Context: an optimization exercise on an open-source flow, tuned for small area, a short achievable clock period and few clock cycles per item. The choices shown serve that exercise and are no tape-out recipe. In this exercise RTL edits were held to simulation tests only and were not proved equivalent to the original.

== P ==
==> flow/design.v <==
package dls_pkg;
    localparam int DLS_LEVEL_FRAC_BITS = 30;
    localparam int COEF_W    = 17;
    localparam int COEF_FRAC = 16;
    localparam int STEP_W    = 13;
    localparam int CFG_IDX_W = 2;
    localparam int CFG_DATA_W = 17;
    localparam logic [CFG_IDX_W-1:0] REG_MODE     = 2'd0;
    localparam logic [CFG_IDX_W-1:0] REG_DECAY    = 2'd1;
    localparam logic [CFG_IDX_W-1:0] REG_STEP     = 2'd2;
    localparam logic [CFG_IDX_W-1:0] REG_BLOCKING = 2'd3;
    localparam logic [1:0] MODE_LINEAR  = 2'd0;
    localparam logic [1:0] MODE_HALF_SQ = 2'd1;
    localparam logic [1:0] MODE_SQ      = 2'd2;
    localparam logic [COEF_W-1:0] DECAY_MIN   = 17'd655;
    localparam logic [COEF_W-1:0] DECAY_MAX   = 17'd65536;
    localparam logic [COEF_W-1:0] DECAY_RESET = 17'd39322;
    localparam logic [STEP_W-1:0] STEP_MIN    = 13'd66;
    localparam logic [STEP_W-1:0] STEP_MAX    = 13'd6554;
    localparam logic [STEP_W-1:0] STEP_RESET  = 13'd6554;
    typedef struct packed {
        logic [1:0]        mode;
        logic [COEF_W-1:0] decay;
        logic [STEP_W-1:0] step_time;
        logic              blocking;
    } dls_cfg_t;
endpackage
module dls_cfg
(
    input  logic                  clk,
    input  logic                  rst_n,
    input  logic                  cfg_valid,
    output logic                  cfg_ready,
    input  logic [dls_pkg::CFG_IDX_W-1:0]  cfg_index,
    input  logic [dls_pkg::CFG_DATA_W-1:0] cfg_data,
    output logic [dls_pkg::COEF_W+dls_pkg::STEP_W+2:0] cfg
);
    dls_pkg::dls_cfg_t cfg_reg;
    dls_pkg::dls_cfg_t cfg_next;
    logic [dls_pkg::COEF_W-1:0] decay_in;
    logic [dls_pkg::STEP_W-1:0] step_in;
    assign cfg_ready = 1'b1;
    always_comb
    begin
        decay_in = cfg_data[dls_pkg::COEF_W-1:0];
        step_in  = cfg_data[dls_pkg::STEP_W-1:0];
        cfg_next = cfg_reg;
        if (cfg_valid)
        begin
            unique case (cfg_index)
                dls_pkg::REG_MODE:
                begin
                    if (cfg_data[1:0] == dls_pkg::MODE_HALF_SQ || cfg_data[1:0] == dls_pkg::MODE_SQ)
                    begin
                        cfg_next.mode = cfg_data[1:0];
                    end
                    else
                    begin
                        cfg_next.mode = dls_pkg::MODE_LINEAR;
                    end
                end
                dls_pkg::REG_DECAY:
                begin
                    if (decay_in < dls_pkg::DECAY_MIN)
                    begin
                        cfg_next.decay = dls_pkg::DECAY_MIN;
                    end
                    else if (decay_in > dls_pkg::DECAY_MAX)
                    begin
                        cfg_next.decay = dls_pkg::DECAY_MAX;
                    end
                    else
                    begin
                        cfg_next.decay = decay_in;
                    end
                end
                dls_pkg::REG_STEP:
                begin
                    if (step_in < dls_pkg::STEP_MIN)
                    begin
                        cfg_next.step_time = dls_pkg::STEP_MIN;
                    end
                    else if (step_in > dls_pkg::STEP_MAX)
                    begin
                        cfg_next.step_time = dls_pkg::STEP_MAX;
                    end
                    else
                    begin
                        cfg_next.step_time = step_in;
                    end
                end
                dls_pkg::REG_BLOCKING:
                begin
                    cfg_next.blocking = cfg_data[0];
                end
                default:
                begin
                    cfg_next = cfg_reg;
                end
            endcase
        end
    end
    always_ff @(posedge clk or negedge rst_n)
    begin
        if (!rst_n)
        begin
            cfg_reg.mode      <= dls_pkg::MODE_LINEAR;
            cfg_reg.decay     <= dls_pkg::DECAY_RESET;
            cfg_reg.step_time <= dls_pkg::STEP_RESET;
            cfg_reg.blocking  <= 1'b0;
        end
        else
        begin
            cfg_reg <= cfg_next;
        end
    end
    assign cfg = cfg_reg;
endmodule
module dls_booth
(
    input  logic [16:0] b,
    output logic [8:0]  one,
    output logic [8:0]  two,
    output logic [8:0]  neg
);
    logic [18:0] bx;
    assign bx = {1'b0, b, 1'b0};
    always_comb
    begin
        for (int i = 0; i < 9; i++)
        begin
            logic [2:0] t;
            t      = bx[2*i +: 3];
            one[i] = t[0] ^ t[1];
            two[i] = (t == 3'b011) || (t == 3'b100);
            neg[i] = t[2] & ~(t[1] & t[0]);
        end
    end
endmodule
module dls_mul
#(
    parameter int OP_W = 32
)
(
    input  logic [OP_W-1:0] a,
    input  logic [8:0]      one,
    input  logic [8:0]      two,
    input  logic [8:0]      neg,
    input  logic [16:0]     c,
    input  logic [OP_W-1:0] h,
    output logic [OP_W:0]   result
);
    localparam int ROWS  = 9;
    localparam int PP_W  = OP_W + 2;
    localparam int SUM_W = OP_W + 17;
    localparam logic [SUM_W-1:0] SIGN_FIX = SUM_W'(0) - (SUM_W'((4**ROWS - 1) / 3) << (PP_W - 1));
    logic [SUM_W-1:0] rows [ROWS];
    logic [SUM_W-1:0] negs;
    logic [SUM_W-1:0] sum;
    logic [PP_W-1:0]  a_x;
    assign a_x = {{2{a[OP_W-1]}}, a};
    always_comb
    begin
        negs = '0;
        for (int i = 0; i < ROWS; i++)
        begin
            logic [PP_W-1:0] mag;
            logic [PP_W-1:0] pp;
            mag = (one[i] ? a_x : '0) | (two[i] ? (a_x << 1) : '0);
            pp  = neg[i] ? ~mag : mag;
            rows[i] = SUM_W'({~pp[PP_W-1], pp[PP_W-2:0]}) << (2*i);
            negs[2*i] = neg[i];
        end
    end
    always_comb
    begin
        sum = SIGN_FIX + SUM_W'(c) + (SUM_W'(h) << 16) + negs;
        for (int i = 0; i < ROWS; i++)
        begin
            sum = sum + rows[i];
        end
    end
    assign result = sum[SUM_W-1:16];
endmodule
module damped_level_smoother
#(
    parameter int LEVEL_FRAC_BITS = dls_pkg::DLS_LEVEL_FRAC_BITS
)
(
    input  logic                  clk,
    input  logic                  rst_n,
    input  logic                  in_valid,
    output logic                  in_stall,
    input  logic                  func,
    input  logic [7:0]            data_value,
    output logic                  out_valid,
    input  logic                  out_stall,
    output logic [7:0]            level_byte,
    output logic [16:0]           level_q16,
    output logic                  busy_res,
    input  logic                  cfg_valid,
    output logic                  cfg_ready,
    input  logic [dls_pkg::CFG_IDX_W-1:0]  cfg_index,
    input  logic [dls_pkg::CFG_DATA_W-1:0] cfg_data
);
    localparam int LVL_W = LEVEL_FRAC_BITS + 1;
    localparam int SW    = LVL_W + 1;
    localparam int SNAP  = LEVEL_FRAC_BITS - 12;
    localparam logic [2:0] S_IDLE = 3'd0;
    localparam logic [2:0] S_FIX  = 3'd1;   
    localparam logic [2:0] S_M1   = 3'd2;   
    localparam logic [2:0] S_M2   = 3'd3;   
    localparam logic [2:0] S_M3   = 3'd4;   
    localparam logic [2:0] S_WB   = 3'd5;   
    dls_pkg::dls_cfg_t cfg;
    logic [2:0]       state_reg, state_next;
    logic [LVL_W-1:0] level_reg, level_next;
    logic [7:0]       last_target_reg;
    logic             up_reg;
    logic             to_target_reg;
    logic             busy_reg, busy_next;
    logic [SW-1:0]    d_reg, d_next;
    logic             out_valid_reg, out_valid_next;
    logic             out_free;
    logic             give;
    logic             in_take;
    logic             blocked;
    logic [LVL_W-1:0] target_in;
    logic [LVL_W-1:0] target;
    logic [LVL_W-1:0] level_new;
    logic [SW-1:0]    w;
    logic             near;
    logic             mul_state;
    logic             halve;
    logic             last_mul;
    logic [16:0]      rnd;
    logic [SW-1:0]    add_l;
    logic [SW:0]      mul_r;
    logic             to_target;
    logic [16:0]      coef_next;
    logic [8:0]       b_one, b_two, b_neg;
    logic [8:0]       one_reg, two_reg, neg_reg;
    logic             snap;
    function automatic logic [LVL_W-1:0] byte_level(input logic [7:0] b);
        logic [LVL_W-1:0] t;
        t = '0;
        for (int i = 0; i < LEVEL_FRAC_BITS; i++)
        begin
            t[i] = b[7 - ((LEVEL_FRAC_BITS - 1 - i) % 8)];
        end
        if (b == 8'hFF)
        begin
            t = LVL_W'(1) << LEVEL_FRAC_BITS;
        end
        byte_level = t;
    endfunction
    dls_cfg u_cfg
    (
        .clk       (clk),
        .rst_n     (rst_n),
        .cfg_valid (cfg_valid),
        .cfg_ready (cfg_ready),
        .cfg_index (cfg_index),
        .cfg_data  (cfg_data),
        .cfg       (cfg)
    );
    assign target_in = byte_level(data_value);
    assign target    = byte_level(last_target_reg);
    function automatic logic is_small(input logic [SW-1:0] x);
        is_small = (x[SW-1:SNAP] == '0) || ((&x[SW-1:SNAP]) && (|x[SNAP-1:0]));
    endfunction
    assign snap = is_small({1'b0, target} - d_reg);
    always_comb
    begin
        to_target = ((state_reg == S_WB) && snap) ||
                    ((state_reg == S_FIX) && to_target_reg) ||
                    ((state_reg == S_M1) && near);
        level_new = level_reg;
        if (to_target)
        begin
            level_new = target;
        end
        else if (state_reg == S_WB)
        begin
            level_new = d_reg[LVL_W-1:0];
        end
    end
    assign near      = is_small(d_reg);
    assign mul_state = (state_reg == S_M1 && !near) || (state_reg == S_M2) || (state_reg == S_M3);
    assign out_free  = !out_valid_reg || !out_stall;
    assign give      = out_free && ((state_reg == S_FIX) || (state_reg == S_WB) ||
                                    (state_reg == S_M1 && near));
    assign in_stall  = mul_state || !out_free;
    assign in_take   = in_valid && !in_stall;
    assign blocked   = cfg.blocking && (data_value == last_target_reg);
    assign w = {1'b0, target_in} - {1'b0, level_new};
    assign halve    = (state_reg == S_M1) && (cfg.mode == dls_pkg::MODE_HALF_SQ);
    assign last_mul = (state_reg == S_M3) ||
                      (state_reg == S_M2 && cfg.mode == dls_pkg::MODE_LINEAR);
    assign rnd      = up_reg ? 17'd0 : {halve, 16'hFFFF};
    assign add_l    = last_mul ? {1'b0, level_reg} : '0;
    assign coef_next = (state_next == S_M2) ? 17'(cfg.step_time) : cfg.decay;
    dls_booth u_booth
    (
        .b   (coef_next),
        .one (b_one),
        .two (b_two),
        .neg (b_neg)
    );
    dls_mul #(
        .OP_W (SW)
    ) u_mul
    (
        .a      (d_reg),
        .one    (one_reg),
        .two    (two_reg),
        .neg    (neg_reg),
        .c      (rnd),
        .h      (add_l),
        .result (mul_r)
    );
    always_comb
    begin
        state_next = state_reg;
        level_next = level_reg;
        busy_next  = busy_reg;
        d_next     = d_reg;
        unique case (state_reg)
            S_M1:
            begin
                if (near)
                begin
                    if (give)
                    begin
                        level_next = level_new;
                        busy_next  = 1'b0;
                        state_next = S_IDLE;
                    end
                end
                else
                begin
                    d_next     = halve ? mul_r[SW:1] : mul_r[SW-1:0];
                    state_next = S_M2;
                end
            end
            S_M2:
            begin
                d_next     = mul_r[SW-1:0];
                state_next = last_mul ? S_WB : S_M3;
            end
            S_M3:
            begin
                d_next     = mul_r[SW-1:0];
                state_next = S_WB;
            end
            default:
            begin
                if (give)
                begin
                    level_next = level_new;
                    busy_next  = (state_reg == S_WB) && !snap;
                    state_next = S_IDLE;
                end
            end
        endcase
        if (in_take)
        begin
            d_next     = w;
            state_next = (func || blocked) ? S_FIX : S_M1;
        end
    end
    always_comb
    begin
        out_valid_next = (out_valid_reg && out_stall) || give;
    end
    always_ff @(posedge clk or negedge rst_n)
    begin
        if (!rst_n)
        begin
            state_reg       <= S_IDLE;
            level_reg       <= '0;
            last_target_reg <= '0;
            busy_reg        <= 1'b0;
            out_valid_reg   <= 1'b0;
        end
        else
        begin
            state_reg     <= state_next;
            level_reg     <= level_next;
            busy_reg      <= busy_next;
            out_valid_reg <= out_valid_next;
            if (in_take)
            begin
                last_target_reg <= data_value;
            end
        end
    end
    always_ff @(posedge clk)
    begin
        d_reg <= d_next;
        one_reg <= b_one;
        two_reg <= b_two;
        neg_reg <= b_neg;
        if (in_take)
        begin
            up_reg        <= !w[SW-1];
            to_target_reg <= func;
        end
    end
    logic [8:0] lvl_top;
    assign lvl_top    = level_reg[LVL_W-1:LEVEL_FRAC_BITS-8];
    assign level_byte = 8'(lvl_top - 9'({level_reg[LEVEL_FRAC_BITS-9:0], 8'h00} < 38'(level_reg)));
    assign level_q16  = level_reg[LEVEL_FRAC_BITS:LEVEL_FRAC_BITS-16];
    assign busy_res   = busy_reg;
    assign out_valid  = out_valid_reg;
endmodule
Settings: LEC_CHECK=0, ABC_AREA=1, CAP_MARGIN=20, CORE_MARGIN=2, CORE_UTILIZATION=40, SETUP_SLACK_MARGIN=3.0, SLEW_MARGIN=20; clock period 9.0 ns.
run.sh (not shown) runs the stock make flow with config.mk's settings and CLKGATE_MAP_FILE= SYNTH_SCRIPT=/design/flow/synth_recipe.tcl, a recipe that flattens the netlist after the stock synthesis.
Testbench counts of P, summed over its fixed seeds: cycles 49,107, items 19,200.
> inputs changed (P -> Q)
diff --git a/flow/design.v b/flow/design.v
--- a/flow/design.v
+++ b/flow/design.v
@@ -235,10 +235,14 @@
     logic             last_mul;
     logic [16:0]      rnd;
     logic [SW-1:0]    add_l;
     logic [SW:0]      mul_r;
     logic             to_target;
+    logic [LVL_W-SNAP-1:0] t_hi;
+    logic [LVL_W-SNAP-1:0] r_hi;
+    logic             lo_gt;
+    logic             lo_lt;
     logic [16:0]      coef_next;
     logic [8:0]       b_one, b_two, b_neg;
     logic [8:0]       one_reg, two_reg, neg_reg;
     logic             snap;
     function automatic logic [LVL_W-1:0] byte_level(input logic [7:0] b);
@@ -267,11 +271,17 @@
     assign target_in = byte_level(data_value);
     assign target    = byte_level(last_target_reg);
     function automatic logic is_small(input logic [SW-1:0] x);
         is_small = (x[SW-1:SNAP] == '0) || ((&x[SW-1:SNAP]) && (|x[SNAP-1:0]));
     endfunction
-    assign snap = is_small({1'b0, target} - d_reg);
+    assign t_hi   = target[LVL_W-1:SNAP];
+    assign r_hi   = d_reg[LVL_W-1:SNAP];
+    assign lo_gt  = d_reg[SNAP-1:0] > target[SNAP-1:0];
+    assign lo_lt  = d_reg[SNAP-1:0] < target[SNAP-1:0];
+    assign snap   = (r_hi == t_hi) ||
+                    (up_reg ? ((r_hi == t_hi - 1'b1) && lo_gt)
+                            : ((r_hi == t_hi + 1'b1) && lo_lt));
     always_comb
     begin
         to_target = ((state_reg == S_WB) && snap) ||
                     ((state_reg == S_FIX) && to_target_reg) ||
                     ((state_reg == S_M1) && near);
Notes after the runs:
Slack of the worst reg-to-reg path delta (Q − P): favourable
Via count improves in Q relative to P.
The more densely filled core belongs to P, not Q.
Compared to P, Q has combined buffer and inverter count along the critical path 4 higher.
When Q is set beside P, its synthesized area turns out to be 3.9% smaller.
On worst setup margin, Q does better than P.
P → Q: maximum frequency has increased, delay of the slowest critical-path stage has decreased, sequential share of layout area has increased.
Testbench counts of Q, summed over its fixed seeds: cycles 49,107, items 19,200.

==> what the ideal ports hide <==
How much do the figures lean on ideal ports? The routed layouts below were timed once more, with nothing changed but the port constraints.
Step 1, drivers: a clkbuf_16 drives clk and a buf_2 each remaining input, both assumed.
Step 2, shift: input delay + t, output delay - t, t = (earliest + latest rising clock arrival at the registers) / 2. This alone moves slack from input paths to output paths.
Slacks: ideal ports / drivers / drivers and shift; pairs: ideal ports / drivers.
run | t, ns | setup slack, ns | slew at the worst register clock pin (ns) | worst slew at a driven data input, ns
P | 0.508 | 2.902 / 2.902 / 2.902 | 0.08 / 0.08 | 0.04
Q | 0.506 | 2.928 / 2.928 / 2.928 | 0.07 / 0.07 | 0.06
After both steps setup and hold are still met in every run listed.
